Context: an optimization exercise on an open-source flow, tuned for small area, a short achievable clock period and few clock cycles per item. The choices shown serve that exercise and are no tape-out recipe. Power figures rest on the tool's default switching activity, not on a simulated workload.

==> willow: inputs <==
==> flow/design.v <==
`default_nettype none
package cisr_pkg;
    localparam int NUM_LANES     = 4;
    localparam int NUM_ROWS      = 6;
    localparam int IN_FIFO_DEPTH = 4;
    localparam int OUT_CREDITS   = 4;
    localparam int FIFO_PTR_W    = $clog2(IN_FIFO_DEPTH);
    localparam int VALUE_W   = 16;
    localparam int COL_W     = 8;
    localparam int LEN_W     = 8;
    localparam int SUM_W     = 24;
    localparam int LANE_W    = VALUE_W + COL_W;
    localparam int GROUP_W   = NUM_LANES * LANE_W;
    localparam int QLANE_W   = VALUE_W + 1;
    localparam int QGROUP_W  = NUM_LANES * QLANE_W;
    localparam int NUM_SLOTS = 8;
    localparam int SLOT_W    = $clog2(NUM_SLOTS);
    localparam int CREDIT_W  = $clog2(OUT_CREDITS + 1);
    localparam logic [COL_W-1:0] COL_PAD = 8'hff;
endpackage
`default_nettype wire
`timescale 1ns/10ps
`default_nettype none
module credit_fifo #(
    parameter int WIDTH = 8
) (
    input  logic             clk,
    input  logic             rst_l,
    input  logic             in_valid,
    input  logic [WIDTH-1:0] in_data,
    input  logic             pop,
    output logic             not_empty,
    output logic [WIDTH-1:0] head,
    output logic             credit
);
    localparam int PW = cisr_pkg::FIFO_PTR_W;
    logic [WIDTH-1:0] mem [cisr_pkg::IN_FIFO_DEPTH];
    logic [PW-1:0]    wr_ptr;
    logic [PW-1:0]    rd_ptr;
    logic [PW:0]      level;
    assign not_empty = (level != '0);
    assign head      = mem[rd_ptr];
    always_ff @(posedge clk) begin
        if (in_valid) begin
            mem[wr_ptr] <= in_data;
        end
    end
    always_ff @(posedge clk or negedge rst_l) begin
        if (!rst_l) begin
            wr_ptr <= '0;
            rd_ptr <= '0;
            level  <= '0;
            credit <= 1'b0;
        end else begin
            if (in_valid) begin
                wr_ptr <= wr_ptr + 1'b1;
            end
            if (pop) begin
                rd_ptr <= rd_ptr + 1'b1;
            end
            level  <= level + (PW+1)'(in_valid) - (PW+1)'(pop);
            credit <= pop;
        end
    end
endmodule
`default_nettype wire
`timescale 1ns/10ps
`default_nettype none
module cisr_row_decoder (
    input  logic                                  clk,
    input  logic                                  rst_l,
    input  logic [cisr_pkg::LEN_W-1:0]            len_head,
    input  logic                                  len_not_empty,
    output logic                                  len_pop,
    input  logic [cisr_pkg::QGROUP_W-1:0]         grp_head,
    input  logic                                  grp_not_empty,
    output logic                                  grp_pop,
    input  logic [cisr_pkg::SLOT_W-1:0]           alloc_slot,
    input  logic                                  slot_free,
    output logic                                  xfer_valid,
    output logic [cisr_pkg::SLOT_W-1:0]           xfer_slot,
    output logic [cisr_pkg::SUM_W-1:0]            xfer_sum
);
    localparam int NL = cisr_pkg::NUM_LANES;
    localparam int LW = cisr_pkg::LEN_W;
    localparam int SW = cisr_pkg::SLOT_W;
    localparam int VW = cisr_pkg::VALUE_W;
    localparam int AW = cisr_pkg::SUM_W;
    localparam int QW = cisr_pkg::QLANE_W;
    logic [LW-1:0] cnt  [NL];
    logic [SW-1:0] slot [NL];
    logic [AW-1:0] acc  [NL];
    logic [NL-1:0] fresh;
    logic [NL-1:0] pend;
    logic [NL-1:0] live;
    logic [NL-1:0] need;
    logic [NL-1:0] first;
    logic [NL-1:0] xsel;
    logic [NL-1:0] hand;
    logic [NL-1:0] take;
    logic          handout;
    logic          more;
    logic [LW-1:0] eff_cnt [NL];
    always_comb begin
        for (int i = 0; i < NL; i++) begin
            live[i] = !grp_head[i*QW];
            need[i] = grp_not_empty && live[i] && (cnt[i] == '0);
        end
        first = need & ~(need - 1'b1);
        more  = |(need & ~first);
        xsel  = pend & ~(pend - 1'b1);
        handout = (need != '0) && len_not_empty && slot_free && ((first & pend & ~xsel) == '0);
        hand    = handout ? first : '0;
        len_pop = handout;
        grp_pop = grp_not_empty && !more && ((need == '0) || handout);
        take    = grp_pop ? live : '0;
        for (int i = 0; i < NL; i++) begin
            eff_cnt[i] = hand[i] ? len_head : cnt[i];
        end
    end
    always_comb begin
        xfer_valid = (pend != '0);
        xfer_slot  = '0;
        xfer_sum   = '0;
        for (int i = 0; i < NL; i++) begin
            if (xsel[i]) begin
                xfer_slot = slot[i];
                xfer_sum  = acc[i];
            end
        end
    end
    always_ff @(posedge clk or negedge rst_l) begin
        if (!rst_l) begin
            for (int i = 0; i < NL; i++) begin
                cnt[i]  <= '0;
                slot[i] <= '0;
            end
            fresh <= '0;
            pend  <= '0;
        end else begin
            for (int i = 0; i < NL; i++) begin
                cnt[i] <= take[i] ? eff_cnt[i] - 1'b1 : eff_cnt[i];
                if (hand[i]) begin
                    slot[i] <= alloc_slot;
                end
            end
            fresh <= (fresh | hand) & ~take;
            pend  <= (pend & ~xsel) | (take & {
                (eff_cnt[3] == LW'(1)), (eff_cnt[2] == LW'(1)),
                (eff_cnt[1] == LW'(1)), (eff_cnt[0] == LW'(1))});
        end
    end
    always_ff @(posedge clk) begin
        for (int i = 0; i < NL; i++) begin
            if (take[i]) begin
                acc[i] <= ((fresh[i] || hand[i]) ? '0 : acc[i])
                          + {{(AW-VW){grp_head[i*QW+VW]}}, grp_head[i*QW+1 +: VW]};
            end
        end
    end
endmodule
`default_nettype wire
`timescale 1ns/10ps
`default_nettype none
module row_accumulator (
    input  logic                        clk,
    input  logic                        rst_l,
    input  logic                        alloc,
    output logic [cisr_pkg::SLOT_W-1:0] alloc_slot,
    output logic                        slot_free,
    input  logic                        xfer_valid,
    input  logic [cisr_pkg::SLOT_W-1:0] xfer_slot,
    input  logic [cisr_pkg::SUM_W-1:0]  xfer_sum,
    output logic                        head_done,
    output logic [cisr_pkg::SUM_W-1:0]  head_sum,
    input  logic                        release_head
);
    localparam int NS = cisr_pkg::NUM_SLOTS;
    localparam int SW = cisr_pkg::SLOT_W;
    logic [cisr_pkg::SUM_W-1:0] sums [NS];
    logic [NS-1:0]              done;
    logic [SW:0]                alloc_ptr;
    logic [SW:0]                out_ptr;
    assign alloc_slot = alloc_ptr[SW-1:0];
    assign slot_free  = (alloc_ptr[SW-1:0] != out_ptr[SW-1:0]) || (alloc_ptr[SW] == out_ptr[SW]);
    assign head_done  = done[out_ptr[SW-1:0]];
    assign head_sum   = sums[out_ptr[SW-1:0]];
    always_ff @(posedge clk) begin
        if (xfer_valid) begin
            sums[xfer_slot] <= xfer_sum;
        end
    end
    always_ff @(posedge clk or negedge rst_l) begin
        if (!rst_l) begin
            done      <= '0;
            alloc_ptr <= '0;
            out_ptr   <= '0;
        end else begin
            if (alloc) begin
                alloc_ptr <= alloc_ptr + 1'b1;
            end
            if (release_head) begin
                out_ptr <= out_ptr + 1'b1;
            end
            for (int s = 0; s < NS; s++) begin
                if (xfer_valid && (xfer_slot == SW'(s))) begin
                    done[s] <= 1'b1;
                end else if (release_head && (out_ptr[SW-1:0] == SW'(s))) begin
                    done[s] <= 1'b0;
                end
            end
        end
    end
endmodule
`default_nettype wire
`timescale 1ns/10ps
`default_nettype none
module result_serializer (
    input  logic                       clk,
    input  logic                       rst_l,
    input  logic                       head_done,
    input  logic [cisr_pkg::SUM_W-1:0] head_sum,
    output logic                       release_head,
    output logic                       out_valid,
    output logic [7:0]                 out_byte,
    input  logic                       out_credit
);
    logic [cisr_pkg::CREDIT_W-1:0] credits;
    logic [1:0] byte_idx;
    logic       send;
    logic [7:0] next_byte;
    assign send         = head_done && ((credits != '0) || out_credit);
    assign release_head = send && (byte_idx == 2'd3);
    always_comb begin
        case (byte_idx)
            2'd0:    next_byte = head_sum[7:0];
            2'd1:    next_byte = head_sum[15:8];
            2'd2:    next_byte = head_sum[23:16];
            default: next_byte = {8{head_sum[23]}};
        endcase
    end
    always_ff @(posedge clk) begin
        out_byte <= next_byte;
    end
    always_ff @(posedge clk or negedge rst_l) begin
        if (!rst_l) begin
            credits   <= cisr_pkg::CREDIT_W'(cisr_pkg::OUT_CREDITS);
            byte_idx  <= '0;
            out_valid <= 1'b0;
        end else begin
            credits   <= credits + cisr_pkg::CREDIT_W'(out_credit) - cisr_pkg::CREDIT_W'(send);
            out_valid <= send;
            if (send) begin
                byte_idx <= byte_idx + 1'b1;
            end
        end
    end
endmodule
`default_nettype wire
`timescale 1ns/10ps
`default_nettype none
module spmv_top (
    input  logic        clk,
    input  logic        rst_l,
    input  logic        row_len_valid,
    input  logic [7:0]  row_len,
    output logic        row_len_credit,
    input  logic        grp_valid,
    input  logic [95:0] grp,
    output logic        grp_credit,
    output logic        out_valid,
    output logic [7:0]  out_byte,
    input  logic        out_credit
);
    localparam int NL = cisr_pkg::NUM_LANES;
    localparam int QW = cisr_pkg::QLANE_W;
    localparam int PW = cisr_pkg::LANE_W;
    localparam int CW = cisr_pkg::COL_W;
    localparam int VW = cisr_pkg::VALUE_W;
    logic [cisr_pkg::LEN_W-1:0]    len_head;
    logic                          len_not_empty;
    logic                          len_pop;
    logic [cisr_pkg::QGROUP_W-1:0] grp_in;
    logic [cisr_pkg::QGROUP_W-1:0] grp_head;
    logic                          grp_not_empty;
    logic                          grp_pop;
    logic [cisr_pkg::SLOT_W-1:0]   alloc_slot;
    logic                          slot_free;
    logic                          xfer_valid;
    logic [cisr_pkg::SLOT_W-1:0]   xfer_slot;
    logic [cisr_pkg::SUM_W-1:0]    xfer_sum;
    logic                          head_done;
    logic [cisr_pkg::SUM_W-1:0]    head_sum;
    logic                          release_head;
    always_comb begin
        for (int i = 0; i < NL; i++) begin
            grp_in[i*QW]         = (grp[i*PW +: CW] == cisr_pkg::COL_PAD);
            grp_in[i*QW+1 +: VW] = grp[i*PW+CW +: VW];
        end
    end
    credit_fifo #(.WIDTH(cisr_pkg::LEN_W)) i_len_fifo (
        .clk, .rst_l,
        .in_valid  (row_len_valid), .in_data (row_len),
        .pop       (len_pop),       .not_empty (len_not_empty),
        .head      (len_head),      .credit (row_len_credit)
    );
    credit_fifo #(.WIDTH(cisr_pkg::QGROUP_W)) i_grp_fifo (
        .clk, .rst_l,
        .in_valid  (grp_valid),     .in_data (grp_in),
        .pop       (grp_pop),       .not_empty (grp_not_empty),
        .head      (grp_head),      .credit (grp_credit)
    );
    cisr_row_decoder i_decoder (
        .clk, .rst_l,
        .len_head, .len_not_empty, .len_pop,
        .grp_head, .grp_not_empty, .grp_pop,
        .alloc_slot, .slot_free,
        .xfer_valid, .xfer_slot, .xfer_sum
    );
    row_accumulator i_slots (
        .clk, .rst_l,
        .alloc (len_pop), .alloc_slot, .slot_free,
        .xfer_valid, .xfer_slot, .xfer_sum,
        .head_done, .head_sum, .release_head
    );
    result_serializer i_serializer (
        .clk, .rst_l, .head_done, .head_sum, .release_head,
        .out_valid, .out_byte, .out_credit
    );
endmodule
`default_nettype wire
==> flow/run.sh <==
#!/bin/bash
# synth_recipe.tcl (not shown) runs the flow's synth.tcl, then flattens the netlist and writes it again
# the make line also repeats each setting of config.mk as NAME=value (left out here)
make -C /OpenROAD-flow-scripts/flow DESIGN_CONFIG=/design/flow/config.mk WORK_HOME=/design/flow/orfs CLKGATE_MAP_FILE= SYNTH_SCRIPT=/design/flow/synth_recipe.tcl finish
==> flow/config.mk <==
export PLATFORM = sky130hd
export DESIGN_NAME = spmv_top
export DESIGN_NICKNAME = spmv_top
export VERILOG_FILES = /design/flow/design.v
export SDC_FILE = /design/flow/constraint.sdc
export NUM_CORES = 4
export LEC_CHECK = 0
export CAP_MARGIN = 20
export CORE_MARGIN = 2
export CORE_UTILIZATION = 40
export SLEW_MARGIN = 20
==> flow/constraint.sdc <==
create_clock -name core_clock -period 10.0 [get_ports {clk}]
set_input_delay 2.0000 -clock core_clock [delete_from_list [all_inputs] [get_ports {clk}]]
set_output_delay 2.0000 -clock core_clock [all_outputs]
set_load 0.01 [all_outputs]
==> inputs of indigo, as changes to willow <==
--- a/flow/design.v
+++ b/flow/design.v
@@ -15,3 +15,3 @@
     localparam int QGROUP_W  = NUM_LANES * QLANE_W;
-    localparam int NUM_SLOTS = 8;
+    localparam int NUM_SLOTS = 6;
     localparam int SLOT_W    = $clog2(NUM_SLOTS);
@@ -35,12 +35,24 @@
 );
-    localparam int PW = cisr_pkg::FIFO_PTR_W;
-    logic [WIDTH-1:0] mem [cisr_pkg::IN_FIFO_DEPTH];
-    logic [PW-1:0]    wr_ptr;
-    logic [PW-1:0]    rd_ptr;
-    logic [PW:0]      level;
-    assign not_empty = (level != '0);
-    assign head      = mem[rd_ptr];
+    localparam int D = cisr_pkg::IN_FIFO_DEPTH;
+    logic [WIDTH-1:0] mem [D];
+    logic [D-1:0]     vld;
+    logic [D-1:0]     vld_after;
+    logic [D-1:0]     load_in;
+    logic [D-1:0]     load_sh;
+    assign not_empty = vld[0];
+    assign head      = mem[0];
+    always_comb begin
+        vld_after = pop ? (vld >> 1) : vld;
+        for (int i = 0; i < D; i++) begin
+            load_sh[i] = pop && (i < D-1) && vld[(i+1) % D];
+            load_in[i] = in_valid && !vld_after[i] && ((i == 0) || vld_after[(i+D-1) % D]);
+        end
+    end
     always_ff @(posedge clk) begin
-        if (in_valid) begin
-            mem[wr_ptr] <= in_data;
+        for (int i = 0; i < D; i++) begin
+            if (load_sh[i]) begin
+                mem[i] <= mem[(i+1) % D];
+            end else if (load_in[i]) begin
+                mem[i] <= in_data;
+            end
         end
@@ -49,14 +61,6 @@
         if (!rst_l) begin
-            wr_ptr <= '0;
-            rd_ptr <= '0;
-            level  <= '0;
+            vld    <= '0;
             credit <= 1'b0;
         end else begin
-            if (in_valid) begin
-                wr_ptr <= wr_ptr + 1'b1;
-            end
-            if (pop) begin
-                rd_ptr <= rd_ptr + 1'b1;
-            end
-            level  <= level + (PW+1)'(in_valid) - (PW+1)'(pop);
+            vld    <= vld_after | load_in;
             credit <= pop;
@@ -78,3 +82,4 @@
     input  logic [cisr_pkg::SLOT_W-1:0]           alloc_slot,
-    input  logic                                  slot_free,
+    input  logic                                  alloc_phase,
+    input  logic [cisr_pkg::NUM_SLOTS-1:0]        slot_phase,
     output logic                                  xfer_valid,
@@ -91,3 +96,8 @@
     logic [SW-1:0] slot [NL];
-    logic [AW-1:0] acc  [NL];
+    logic [NL-1:0] phase;
+    logic [NL-1:0] ready;
+    localparam int LO = AW / 2;
+    logic [LO-1:0]    acc_lo [NL];
+    logic [AW-LO-1:0] acc_hi [NL];
+    logic [NL-1:0]    acc_c;
     logic [NL-1:0] fresh;
@@ -110,7 +120,10 @@
         more  = |(need & ~first);
-        xsel  = pend & ~(pend - 1'b1);
-        handout = (need != '0) && len_not_empty && slot_free && ((first & pend & ~xsel) == '0);
+        for (int i = 0; i < NL; i++) begin
+            ready[i] = pend[i] && (slot_phase[slot[i]] == phase[i]);
+        end
+        xsel  = ready & ~(ready - 1'b1);
+        handout = (need != '0) && len_not_empty && ((first & pend & ~xsel) == '0);
         hand    = handout ? first : '0;
         len_pop = handout;
-        grp_pop = grp_not_empty && !more && ((need == '0) || handout);
+        grp_pop = grp_not_empty && !more && ((need == '0) || (handout && ((first & pend) == '0)));
         take    = grp_pop ? live : '0;
@@ -121,3 +134,3 @@
     always_comb begin
-        xfer_valid = (pend != '0);
+        xfer_valid = (ready != '0);
         xfer_slot  = '0;
@@ -127,3 +140,3 @@
                 xfer_slot = slot[i];
-                xfer_sum  = acc[i];
+                xfer_sum  = {acc_hi[i] + (AW-LO)'(acc_c[i]), acc_lo[i]};
             end
@@ -137,3 +150,4 @@
             end
-            fresh <= '0;
+            phase <= '0;
+            fresh <= '1;
             pend  <= '0;
@@ -143,6 +157,7 @@
                 if (hand[i]) begin
-                    slot[i] <= alloc_slot;
+                    slot[i]  <= alloc_slot;
+                    phase[i] <= alloc_phase;
                 end
             end
-            fresh <= (fresh | hand) & ~take;
+            fresh <= (fresh | xsel) & ~take;
             pend  <= (pend & ~xsel) | (take & {
@@ -155,4 +170,7 @@
             if (take[i]) begin
-                acc[i] <= ((fresh[i] || hand[i]) ? '0 : acc[i])
-                          + {{(AW-VW){grp_head[i*QW+VW]}}, grp_head[i*QW+1 +: VW]};
+                {acc_c[i], acc_lo[i]} <= {1'b0, (fresh[i] ? '0 : acc_lo[i])}
+                                         + {1'b0, grp_head[i*QW+1 +: LO]};
+                acc_hi[i] <= (fresh[i] ? '0 : acc_hi[i])
+                             + {{(AW-VW){grp_head[i*QW+VW]}}, grp_head[i*QW+1+LO +: VW-LO]}
+                             + (AW-LO)'(fresh[i] ? 1'b0 : acc_c[i]);
             end
@@ -169,3 +187,4 @@
     output logic [cisr_pkg::SLOT_W-1:0] alloc_slot,
-    output logic                        slot_free,
+    output logic                        alloc_phase,
+    output logic [cisr_pkg::NUM_SLOTS-1:0] slot_phase,
     input  logic                        xfer_valid,
@@ -181,8 +200,9 @@
     logic [NS-1:0]              done;
-    logic [SW:0]                alloc_ptr;
-    logic [SW:0]                out_ptr;
-    assign alloc_slot = alloc_ptr[SW-1:0];
-    assign slot_free  = (alloc_ptr[SW-1:0] != out_ptr[SW-1:0]) || (alloc_ptr[SW] == out_ptr[SW]);
-    assign head_done  = done[out_ptr[SW-1:0]];
-    assign head_sum   = sums[out_ptr[SW-1:0]];
+    logic [SW-1:0]              alloc_ptr;
+    logic [SW-1:0]              out_ptr;
+    logic                       aphase;
+    assign alloc_slot = alloc_ptr;
+    assign alloc_phase = aphase;
+    assign head_done  = done[out_ptr];
+    assign head_sum   = sums[out_ptr];
     always_ff @(posedge clk) begin
@@ -197,8 +217,13 @@
             out_ptr   <= '0;
+            aphase     <= 1'b0;
+            slot_phase <= '0;
         end else begin
             if (alloc) begin
-                alloc_ptr <= alloc_ptr + 1'b1;
+                alloc_ptr <= (alloc_ptr == SW'(NS-1)) ? '0 : alloc_ptr + 1'b1;
+                if (alloc_ptr == SW'(NS-1)) begin
+                    aphase <= !aphase;
+                end
             end
             if (release_head) begin
-                out_ptr <= out_ptr + 1'b1;
+                out_ptr <= (out_ptr == SW'(NS-1)) ? '0 : out_ptr + 1'b1;
             end
@@ -207,4 +232,5 @@
                     done[s] <= 1'b1;
-                end else if (release_head && (out_ptr[SW-1:0] == SW'(s))) begin
-                    done[s] <= 1'b0;
+                end else if (release_head && (out_ptr == SW'(s))) begin
+                    done[s]       <= 1'b0;
+                    slot_phase[s] <= !slot_phase[s];
                 end
@@ -287,3 +313,4 @@
     logic [cisr_pkg::SLOT_W-1:0]   alloc_slot;
-    logic                          slot_free;
+    logic                          alloc_phase;
+    logic [cisr_pkg::NUM_SLOTS-1:0] slot_phase;
     logic                          xfer_valid;
@@ -316,3 +343,3 @@
         .grp_head, .grp_not_empty, .grp_pop,
-        .alloc_slot, .slot_free,
+        .alloc_slot, .alloc_phase, .slot_phase,
         .xfer_valid, .xfer_slot, .xfer_sum
@@ -321,3 +348,3 @@
         .clk, .rst_l,
-        .alloc (len_pop), .alloc_slot, .slot_free,
+        .alloc (len_pop), .alloc_slot, .alloc_phase, .slot_phase,
         .xfer_valid, .xfer_slot, .xfer_sum,
==> comparison table <==
quantity	willow	indigo
Result of the run	no timing/DRC/antenna violations	no timing/DRC/antenna violations
Share of cells above drive strength 1	14.0%	18.6%
Slew headroom	33.4%	26.5%
Proportion of cell area occupied by multi-input gates	30.3%	33.8%
Clock Skew	0.0240 ns	0.0292 ns
Power share of the sequential group	35.0%	39.9%
WL met1	30800 um	31900 um
Placed instance count	3226	3434
Crit path arrival time	6.55 ns	5.44 ns
Wire length on met2	33100 um	34900 um
Switching portion of total power	36.0%	34.3%
Highest ir drop seen on vdd	0.000168 V	0.000157 V
Seq pwr	4.60 mW	4.61 mW
Period Utilization, post-route	61.8%	51.9%
Post-synthesis sequential area ratio	63.8%	59.1%
Number of global-route vias before repair	18900	19900
First-pass GRT wire length	107000 um	113000 um
Number of cells in the finished layout apart from fillers	3363	3569
GRT Resource Usage Total	16.9%	17.7%
Power after layout	13.1 mW	11.6 mW
Slack of the critical path	3.82 ns	4.81 ns
Number of antenna repair diodes	2	1
Post-Syn Nets	2340	2556
Clock net sink count	690	647
Multiplexer share of the synthesized area	9.68%	12.6%
No run of this note included a check of the RTL's function; only the layout flow was run.

separate check: timing with driven ports:
How much do the figures lean on ideal ports? The routed layouts below were timed once more, with nothing changed but the port constraints.
Step 1, drivers: a clkbuf_16 drives clk and a buf_2 each remaining input, both assumed.
Step 2 times the ports against the registers' clock, not the clock port: input delays grow and output delays shrink by t, the midpoint of the rising clock arrivals with the driver on.
Slacks: ideal / step 1 / step 2; pairs: ideal / step 1.
run	t, ns	setup slack, ns	worst setup path after step 2	latest minus earliest clock arrival (ns)	cell pins on the clock port's net
willow	0.667	3.825 / 3.825 / 3.825	register to register	0.025 / 0.025	1
indigo	0.665	4.806 / 4.806 / 4.806	register to register	0.031 / 0.030	1
After both steps every run listed still meets setup and hold.
